Background: an optimization exercise with open tools, aiming at small area. Do not read the settings as production practice. The RTL was checked by simulation tests, not by an equivalence proof against the original design. Power and IR drop assume default switching activity.

==> flow/design.v <==
module fast_ring_thresholder #(
  parameter int PIXEL_WIDTH = 8,
  parameter int RING_SIZE   = 16,
  parameter int ARC_LEN     = 9,
  parameter int DIFF_WIDTH  = PIXEL_WIDTH + 2
) (
  input  logic                              clk,
  input  logic                              rst,
  input  logic                              ce,
  input  logic                              in_valid,
  input  logic [RING_SIZE*PIXEL_WIDTH-1:0]  ring,
  input  logic [PIXEL_WIDTH-1:0]            center,
  input  logic [PIXEL_WIDTH-1:0]            thresh,
  output logic                              out_valid,
  output logic [RING_SIZE*DIFF_WIDTH-1:0]   bright_score,
  output logic [RING_SIZE*DIFF_WIDTH-1:0]   dark_score,
  output logic [RING_SIZE-1:0]              bright_mask,
  output logic [RING_SIZE-1:0]              dark_mask,
  output logic                              bright_corner,
  output logic                              dark_corner,
  output logic                              is_corner
);
  localparam int PW = PIXEL_WIDTH;
  localparam int RW = RING_SIZE * PIXEL_WIDTH;
  logic [RW-1:0]        ring_s1, ring_s2, ring_s3;
  logic [PW-1:0]        center_s1, center_s2;
  logic [PW-1:0]        thresh_s1, thresh_s2;
  logic                 valid_s1, valid_s2, valid_s3, valid_s4;
  logic                 live_s1, live_s2, live_s3;
  logic [RING_SIZE-1:0] side_s3;
  logic [PW-1:0]        n_hi_s3, n_lo_s3;
  logic                 hi_big_s3, lo_neg_s3;
  logic [RW-1:0]        sum_s4;
  logic [RING_SIZE-1:0] bge_s4, kge_s4;
  logic [PW:0] hi_sum, lo_dif;
  always_comb begin
    hi_sum = {1'b0, center_s2} + {1'b0, thresh_s2};
    lo_dif = {1'b0, center_s2} - {1'b0, thresh_s2};
  end
  function automatic logic below(input logic [PW-1:0] x, input logic [PW-1:0] y);
    logic c;
    c = 1'b1;
    for (int j = 0; j < PW; j++) begin
      c = (x[j] & ~y[j]) | (x[j] & c) | (~y[j] & c);
    end
    below = ~c;
  endfunction
  function automatic logic [PW:0] padd(input logic [PW-1:0] x, input logic [PW-1:0] y,
                                       input logic cin);
    padd = {1'b0, x} + {1'b0, y} + {{PW{1'b0}}, cin};
  endfunction
  logic [RING_SIZE-1:0] side_d;
  always_comb begin
    for (int i = 0; i < RING_SIZE; i++) begin
      side_d[i] = below(ring_s2[i*PW +: PW], center_s2);
    end
  end
  logic [RW-1:0]        sum_d;
  logic [RING_SIZE-1:0] bge_d, kge_d;
  always_comb begin
    for (int i = 0; i < RING_SIZE; i++) begin
      logic [PW:0] r;
      r = padd(ring_s3[i*PW +: PW], side_s3[i] ? n_lo_s3 : n_hi_s3, ~side_s3[i]);
      sum_d[i*PW +: PW] = r[PW-1:0];
      bge_d[i] = live_s3 & ~side_s3[i] & r[PW] & ~hi_big_s3;
      kge_d[i] = live_s3 & side_s3[i] & ~r[PW] & ~lo_neg_s3;
    end
  end
  always_ff @(posedge clk) begin
    if (ce) begin
      ring_s1   <= ring;
      ring_s2   <= ring_s1;
      ring_s3   <= ring_s2;
      center_s1 <= center;
      center_s2 <= center_s1;
      thresh_s1 <= thresh;
      thresh_s2 <= thresh_s1;
      side_s3   <= side_d;
      n_hi_s3   <= ~hi_sum[PW-1:0];
      hi_big_s3 <= hi_sum[PW];
      n_lo_s3   <= ~lo_dif[PW-1:0];
      lo_neg_s3 <= lo_dif[PW];
      sum_s4    <= sum_d;
    end
  end
  always_ff @(posedge clk or posedge rst) begin
    if (rst) begin
      valid_s1 <= 1'b0;
      valid_s2 <= 1'b0;
      valid_s3 <= 1'b0;
      valid_s4 <= 1'b0;
      live_s1  <= 1'b0;
      live_s2  <= 1'b0;
      live_s3  <= 1'b0;
      bge_s4   <= '0;
      kge_s4   <= '0;
    end else if (ce) begin
      valid_s1 <= in_valid;
      valid_s2 <= valid_s1;
      valid_s3 <= valid_s2;
      valid_s4 <= valid_s3;
      live_s1  <= 1'b1;
      live_s2  <= live_s1;
      live_s3  <= live_s2;
      bge_s4   <= bge_d;
      kge_s4   <= kge_d;
    end
  end
  function automatic logic arc_hit(input logic [RING_SIZE-1:0] m);
    logic [2*RING_SIZE-1:0] dbl;
    logic                   hit;
    dbl = {m, m};
    hit = 1'b0;
    for (int s = 0; s < RING_SIZE; s++) begin
      if (&dbl[s +: ARC_LEN]) hit = 1'b1;
    end
    arc_hit = hit;
  endfunction
  always_comb begin
    for (int i = 0; i < RING_SIZE; i++) begin
      logic [PW-1:0] r;
      r = sum_s4[i*PW +: PW];
      bright_mask[i] = bge_s4[i] & (|r);
      dark_mask[i]   = kge_s4[i] & ~(&r);
      bright_score[i*DIFF_WIDTH +: DIFF_WIDTH] = {2'b00, r & {PW{bge_s4[i]}}};
      dark_score[i*DIFF_WIDTH +: DIFF_WIDTH]   = {2'b00, ~r & {PW{kge_s4[i]}}};
    end
    out_valid     = valid_s4;
    bright_corner = arc_hit(bright_mask);
    dark_corner   = arc_hit(dark_mask);
    is_corner     = bright_corner | dark_corner;
  end
endmodule
Settings: LEC_CHECK=0, CAP_MARGIN=20, CORE_MARGIN=2, CORE_UTILIZATION=40, SLEW_MARGIN=20; clock period 4.0 ns.
run.sh (not shown) runs the stock make flow with config.mk's settings and CLKGATE_MAP_FILE= SYNTH_SCRIPT=/design/flow/synth_recipe.tcl, a recipe that flattens the netlist after the stock synthesis.
The starting point finished with timing, DRC and antenna clean.
==> next run, changes <==
--- a/flow/design.v
+++ b/flow/design.v
@@ -48,5 +48,12 @@
   function automatic logic [PW:0] padd(input logic [PW-1:0] x, input logic [PW-1:0] y,
                                        input logic cin);
-    padd = {1'b0, x} + {1'b0, y} + {{PW{1'b0}}, cin};
+    logic [PW:0]   c;
+    logic [PW-1:0] s;
+    c[0] = cin;
+    for (int j = 0; j < PW; j++) begin
+      s[j]   = x[j] ^ y[j] ^ c[j];
+      c[j+1] = (x[j] & y[j]) | (x[j] & c[j]) | (y[j] & c[j]);
+    end
+    padd = {c[PW], s};
   endfunction
   logic [RING_SIZE-1:0] side_d;
Result:
- flip-flop and latch count does not change
- wire length fell by 9.9%
- global-route usage is lower by 0.54 points
- register-to-register slack is worse by 850 ps
- utilization came out higher by 1.9 points
- design area decreases by 4.4%
- sequential power stays flat
- cell count is lower by 9.8%
- combinational power shrinks by 15%

## job 101
fast_ring_thresholder, a different RTL version from the one above (not shown whole).
Size in the first run: roughly 28000 um^2 of cells after synthesis.
==> module fast_ring_thresholder, before the edit <==
module fast_ring_thresholder #(
  parameter int PIXEL_WIDTH = 8,
  parameter int RING_SIZE   = 16,
  parameter int ARC_LEN     = 9,
  parameter int DIFF_WIDTH  = PIXEL_WIDTH + 2
) (
  input  logic                              clk,
  input  logic                              rst,
  input  logic                              ce,
  input  logic                              in_valid,
  input  logic [RING_SIZE*PIXEL_WIDTH-1:0]  ring,
  input  logic [PIXEL_WIDTH-1:0]            center,
  input  logic [PIXEL_WIDTH-1:0]            thresh,
  output logic                              out_valid,
  output logic [RING_SIZE*DIFF_WIDTH-1:0]   bright_score,
  output logic [RING_SIZE*DIFF_WIDTH-1:0]   dark_score,
  output logic [RING_SIZE-1:0]              bright_mask,
  output logic [RING_SIZE-1:0]              dark_mask,
  output logic                              bright_corner,
  output logic                              dark_corner,
  output logic                              is_corner
);
  localparam int PW = PIXEL_WIDTH;
  localparam int RW = RING_SIZE * PIXEL_WIDTH;
  logic [RW-1:0]        ring_s1, ring_s2, ring_s3;
  logic [PW-1:0]        center_s1, center_s2;
  logic [PW-1:0]        thresh_s1, thresh_s2;
  logic                 valid_s1, valid_s2, valid_s3, valid_s4;
  logic                 live_s1, live_s2, live_s3;
  logic [RING_SIZE-1:0] side_s3;
  logic [PW-1:0]        n_hi_s3, n_lo_s3;
  logic                 hi_big_s3, lo_neg_s3;
  logic [RW-1:0]        sum_s4;
  logic [RING_SIZE-1:0] bge_s4, n_kge_s4;
  logic [PW:0] hi_sum, lo_dif;
  always_comb begin
    hi_sum = {1'b0, center_s2} + {1'b0, thresh_s2};
    lo_dif = {1'b0, center_s2} - {1'b0, thresh_s2};
  end
  function automatic logic below(input logic [PW-1:0] x, input logic [PW-1:0] y);
    logic c;
    c = 1'b1;
    for (int j = 0; j < PW; j++) begin
      c = (x[j] & ~y[j]) | (x[j] & c) | (~y[j] & c);
    end
    below = ~c;
  endfunction
  function automatic logic [PW:0] padd(input logic [PW-1:0] x, input logic [PW-1:0] y,
                                       input logic cin);
    logic [PW:0]   c;
    logic [PW-1:0] s;
    c[0] = cin;
    for (int j = 0; j < PW; j++) begin
      s[j]   = x[j] ^ y[j] ^ c[j];
      c[j+1] = (x[j] & y[j]) | (x[j] & c[j]) | (y[j] & c[j]);
    end
    padd = {c[PW], s};
  endfunction
  logic [RING_SIZE-1:0] side_d;
  always_comb begin
    for (int i = 0; i < RING_SIZE; i++) begin
      side_d[i] = below(ring_s2[i*PW +: PW], center_s2);
    end
  end
  logic [RW-1:0]        sum_d;
  logic [RING_SIZE-1:0] bge_d, n_kge_d;
  always_comb begin
    for (int i = 0; i < RING_SIZE; i++) begin
      logic [PW:0] r;
      r = padd(ring_s3[i*PW +: PW], side_s3[i] ? n_lo_s3 : n_hi_s3, ~side_s3[i]);
      sum_d[i*PW +: PW] = r[PW-1:0];
      bge_d[i] = live_s3 & ~side_s3[i] & r[PW] & ~hi_big_s3;
      n_kge_d[i] = ~(live_s3 & side_s3[i] & ~r[PW] & ~lo_neg_s3);
    end
  end
  always_ff @(posedge clk) begin
    if (ce) begin
      ring_s1   <= ring;
      ring_s2   <= ring_s1;
      ring_s3   <= ring_s2;
      center_s1 <= center;
      center_s2 <= center_s1;
      thresh_s1 <= thresh;
      thresh_s2 <= thresh_s1;
      side_s3   <= side_d;
      n_hi_s3   <= ~hi_sum[PW-1:0];
      hi_big_s3 <= hi_sum[PW];
      n_lo_s3   <= ~lo_dif[PW-1:0];
      lo_neg_s3 <= lo_dif[PW];
      sum_s4    <= sum_d;
    end
  end
  always_ff @(posedge clk or posedge rst) begin
    if (rst) begin
      valid_s1 <= 1'b0;
      valid_s2 <= 1'b0;
      valid_s3 <= 1'b0;
      valid_s4 <= 1'b0;
      live_s1  <= 1'b0;
      live_s2  <= 1'b0;
      live_s3  <= 1'b0;
      bge_s4   <= '0;
      n_kge_s4 <= '1;
    end else if (ce) begin
      valid_s1 <= in_valid;
      valid_s2 <= valid_s1;
      valid_s3 <= valid_s2;
      valid_s4 <= valid_s3;
      live_s1  <= 1'b1;
      live_s2  <= live_s1;
      live_s3  <= live_s2;
      bge_s4   <= bge_d;
      n_kge_s4 <= n_kge_d;
    end
  end
  function automatic logic arc_hit(input logic [RING_SIZE-1:0] m);
    logic [2*RING_SIZE-1:0] dbl;
    logic                   hit;
    dbl = {m, m};
    hit = 1'b0;
    for (int s = 0; s < RING_SIZE; s++) begin
      if (&dbl[s +: ARC_LEN]) hit = 1'b1;
    end
    arc_hit = hit;
  endfunction
  always_comb begin
    for (int i = 0; i < RING_SIZE; i++) begin
      logic [PW-1:0] r;
      r = sum_s4[i*PW +: PW];
      bright_mask[i] = bge_s4[i] & (|r);
      dark_mask[i]   = ~(n_kge_s4[i] | (&r));
      bright_score[i*DIFF_WIDTH +: DIFF_WIDTH] = {2'b00, r & {PW{bge_s4[i]}}};
      dark_score[i*DIFF_WIDTH +: DIFF_WIDTH]   = {2'b00, ~(r | {PW{n_kge_s4[i]}})};
    end
    out_valid     = valid_s4;
    bright_corner = arc_hit(bright_mask);
    dark_corner   = arc_hit(dark_mask);
    is_corner     = bright_corner | dark_corner;
  end
endmodule
==> flow/config.mk <==
export PLATFORM = sky130hd
export DESIGN_NAME = fast_ring_thresholder
export DESIGN_NICKNAME = fast_ring_thresholder
export VERILOG_FILES = /design/flow/design.v
export SDC_FILE = /design/flow/constraint.sdc
export NUM_CORES = 4
export LEC_CHECK = 0
export CAP_MARGIN = 20
export CORE_MARGIN = 2
export CORE_UTILIZATION = 70
export SETUP_SLACK_MARGIN = 0.2
export SLEW_MARGIN = 20
==> flow/constraint.sdc <==
create_clock -name core_clock -period 4.0 [get_ports {clk}]
set_input_delay 0.8000 -clock core_clock [delete_from_list [all_inputs] [get_ports {clk}]]
set_output_delay 0.8000 -clock core_clock [all_outputs]
set_load 0.01 [all_outputs]
standard.sh (not shown) runs the stock make flow with config.mk's settings and CLKGATE_MAP_FILE= SYNTH_SCRIPT=/design/flow/synth_recipe.tcl, a recipe that flattens the netlist after the stock synthesis.
==> flow/flow/run.sh <==
#!/bin/bash
# The standard layout (standard.sh, unchanged synthesis), with three changes:
#  - the port buffers are made from the smallest buffer cell;
#  - clock tree synthesis clusters more sinks per leaf buffer and inserts no dummy loads;
#  - the constant-0 outputs share one tie cell instead of one tie cell each.
# Each tool's output goes to the ORFS logs under orfs/logs; make's own output to standard.log.
export BUFFER_PORTS_ARGS="-buffer_cell sky130_fd_sc_hd__buf_1"
export CTS_ARGS="-sink_clustering_enable -repair_clock_nets -dont_use_dummy_load -sink_clustering_size 18 -sink_clustering_max_diameter 60 -buf_list {sky130_fd_sc_hd__clkbuf_8}"
export SKIP_REPAIR_TIE_FANOUT=1
bash standard.sh > standard.log 2>&1
Job 101 | stages: all done | timing, DRC, antenna: all pass
The inputs of job 102 differ from those of job 101 as listed below.
--- a/flow/design.v
+++ b/flow/design.v
@@ -23,16 +23,16 @@
   localparam int PW = PIXEL_WIDTH;
   localparam int RW = RING_SIZE * PIXEL_WIDTH;
   logic [RW-1:0]        ring_s1, ring_s2, ring_s3;
   logic [PW-1:0]        center_s1, center_s2;
   logic [PW-1:0]        thresh_s1, thresh_s2;
   logic                 valid_s1, valid_s2, valid_s3, valid_s4;
-  logic                 live_s1, live_s2, live_s3;
+  logic                 live_s1, live_s2;
   logic [RING_SIZE-1:0] side_s3;
   logic [PW-1:0]        n_hi_s3, n_lo_s3;
-  logic                 hi_big_s3, lo_neg_s3;
+  logic                 no_hi_s3, no_lo_s3;
   logic [RW-1:0]        sum_s4;
   logic [RING_SIZE-1:0] bge_s4, n_kge_s4;
   logic [PW:0] hi_sum, lo_dif;
   always_comb begin
     hi_sum = {1'b0, center_s2} + {1'b0, thresh_s2};
     lo_dif = {1'b0, center_s2} - {1'b0, thresh_s2};
@@ -66,14 +66,14 @@
   logic [RING_SIZE-1:0] bge_d, n_kge_d;
   always_comb begin
     for (int i = 0; i < RING_SIZE; i++) begin
       logic [PW:0] r;
       r = padd(ring_s3[i*PW +: PW], side_s3[i] ? n_lo_s3 : n_hi_s3, ~side_s3[i]);
       sum_d[i*PW +: PW] = r[PW-1:0];
-      bge_d[i] = live_s3 & ~side_s3[i] & r[PW] & ~hi_big_s3;
-      n_kge_d[i] = ~(live_s3 & side_s3[i] & ~r[PW] & ~lo_neg_s3);
+      bge_d[i] = ~side_s3[i] & r[PW] & ~no_hi_s3;
+      n_kge_d[i] = ~(side_s3[i] & ~r[PW] & ~no_lo_s3);
     end
   end
   always_ff @(posedge clk) begin
     if (ce) begin
       ring_s1   <= ring;
       ring_s2   <= ring_s1;
@@ -81,37 +81,37 @@
       center_s1 <= center;
       center_s2 <= center_s1;
       thresh_s1 <= thresh;
       thresh_s2 <= thresh_s1;
       side_s3   <= side_d;
       n_hi_s3   <= ~hi_sum[PW-1:0];
-      hi_big_s3 <= hi_sum[PW];
       n_lo_s3   <= ~lo_dif[PW-1:0];
-      lo_neg_s3 <= lo_dif[PW];
       sum_s4    <= sum_d;
     end
   end
   always_ff @(posedge clk or posedge rst) begin
     if (rst) begin
       valid_s1 <= 1'b0;
       valid_s2 <= 1'b0;
       valid_s3 <= 1'b0;
       valid_s4 <= 1'b0;
       live_s1  <= 1'b0;
       live_s2  <= 1'b0;
-      live_s3  <= 1'b0;
+      no_hi_s3 <= 1'b1;
+      no_lo_s3 <= 1'b1;
       bge_s4   <= '0;
       n_kge_s4 <= '1;
     end else if (ce) begin
       valid_s1 <= in_valid;
       valid_s2 <= valid_s1;
       valid_s3 <= valid_s2;
       valid_s4 <= valid_s3;
       live_s1  <= 1'b1;
       live_s2  <= live_s1;
-      live_s3  <= live_s2;
+      no_hi_s3 <= hi_sum[PW] | ~live_s2;
+      no_lo_s3 <= lo_dif[PW] | ~live_s2;
       bge_s4   <= bge_d;
       n_kge_s4 <= n_kge_d;
     end
   end
   function automatic logic arc_hit(input logic [RING_SIZE-1:0] m);
     logic [2*RING_SIZE-1:0] dbl;
Results
Job 102 against job 101: non-clock buffer count has decreased; source-to-sink clock delay at the later pin of the worst-skew pair has remained practically unchanged; synthesized area divided by synthesized cell count has remained practically unchanged. Job 102 ends up with a global-route wire length before repair that is 1.5% higher than in job 101. Relative to job 101, sum of met2 wire segment lengths after detailed routing increased by 1.1% in job 102. Highest routed metal layer: met5 -> job 102, met4 -> job 101. Re total routing resource utilization after global routing: job 102 is 0.53 points up on job 101. Job 102 finished all stages; however, its layout fails the closing checks, the failures being setup timing. Per the comparison of job 102 with job 101, amount of wire on met3 after detailed routing fell about 5.5%, clock share of power about even, global routing met2 resource utilization rose 0.61 points. Taking job 101 as the reference, in job 102 placement-stage worst setup slack -0.17 ns, fraction of layout cells with a size suffix above 1 saw an increase, final area shows an increase of about 0.3%, number of flip-flops and latches stayed essentially flat.

-- afterwards: timing with drivers on the ports --
Ports are ideal in the flow. The routed layouts listed here were re-timed in OpenROAD.
Step 1 (the two cells are an assumption about what drives the block):
set clk [get_ports {clk}]
set_driving_cell -lib_cell sky130_fd_sc_hd__clkbuf_16 $clk
set_driving_cell -lib_cell sky130_fd_sc_hd__buf_2 [delete_from_list [all_inputs] $clk]
Step 2 moves the port delays by t, midway between the first and last clock arrival at a register: inputs arrive t later, outputs are due t later. That takes back most of the time a late clock gives input paths.
Three values: ideal, step 1, step 2; two values: the first two.
run	shift t [ns]	slack for setup (ns)	clock arrival spread, ns	slew at the worst register clock pin (ns)	cell pins on the clock port's net
the first run of note 1	0.655	0.051 / -0.013 / 0.641	0.023 / 0.023	0.06 / 0.06	1
the second run of note 1	0.639	0.047 / 0.002 / 0.047	0.025 / 0.025	0.06 / 0.06	1
job 101	0.698	0.169 / 0.118 / 0.206	0.077 / 0.077	0.11 / 0.11	1
job 102	0.683	-0.047 / -0.103 / 0.112	0.073 / 0.073	0.11 / 0.11	1
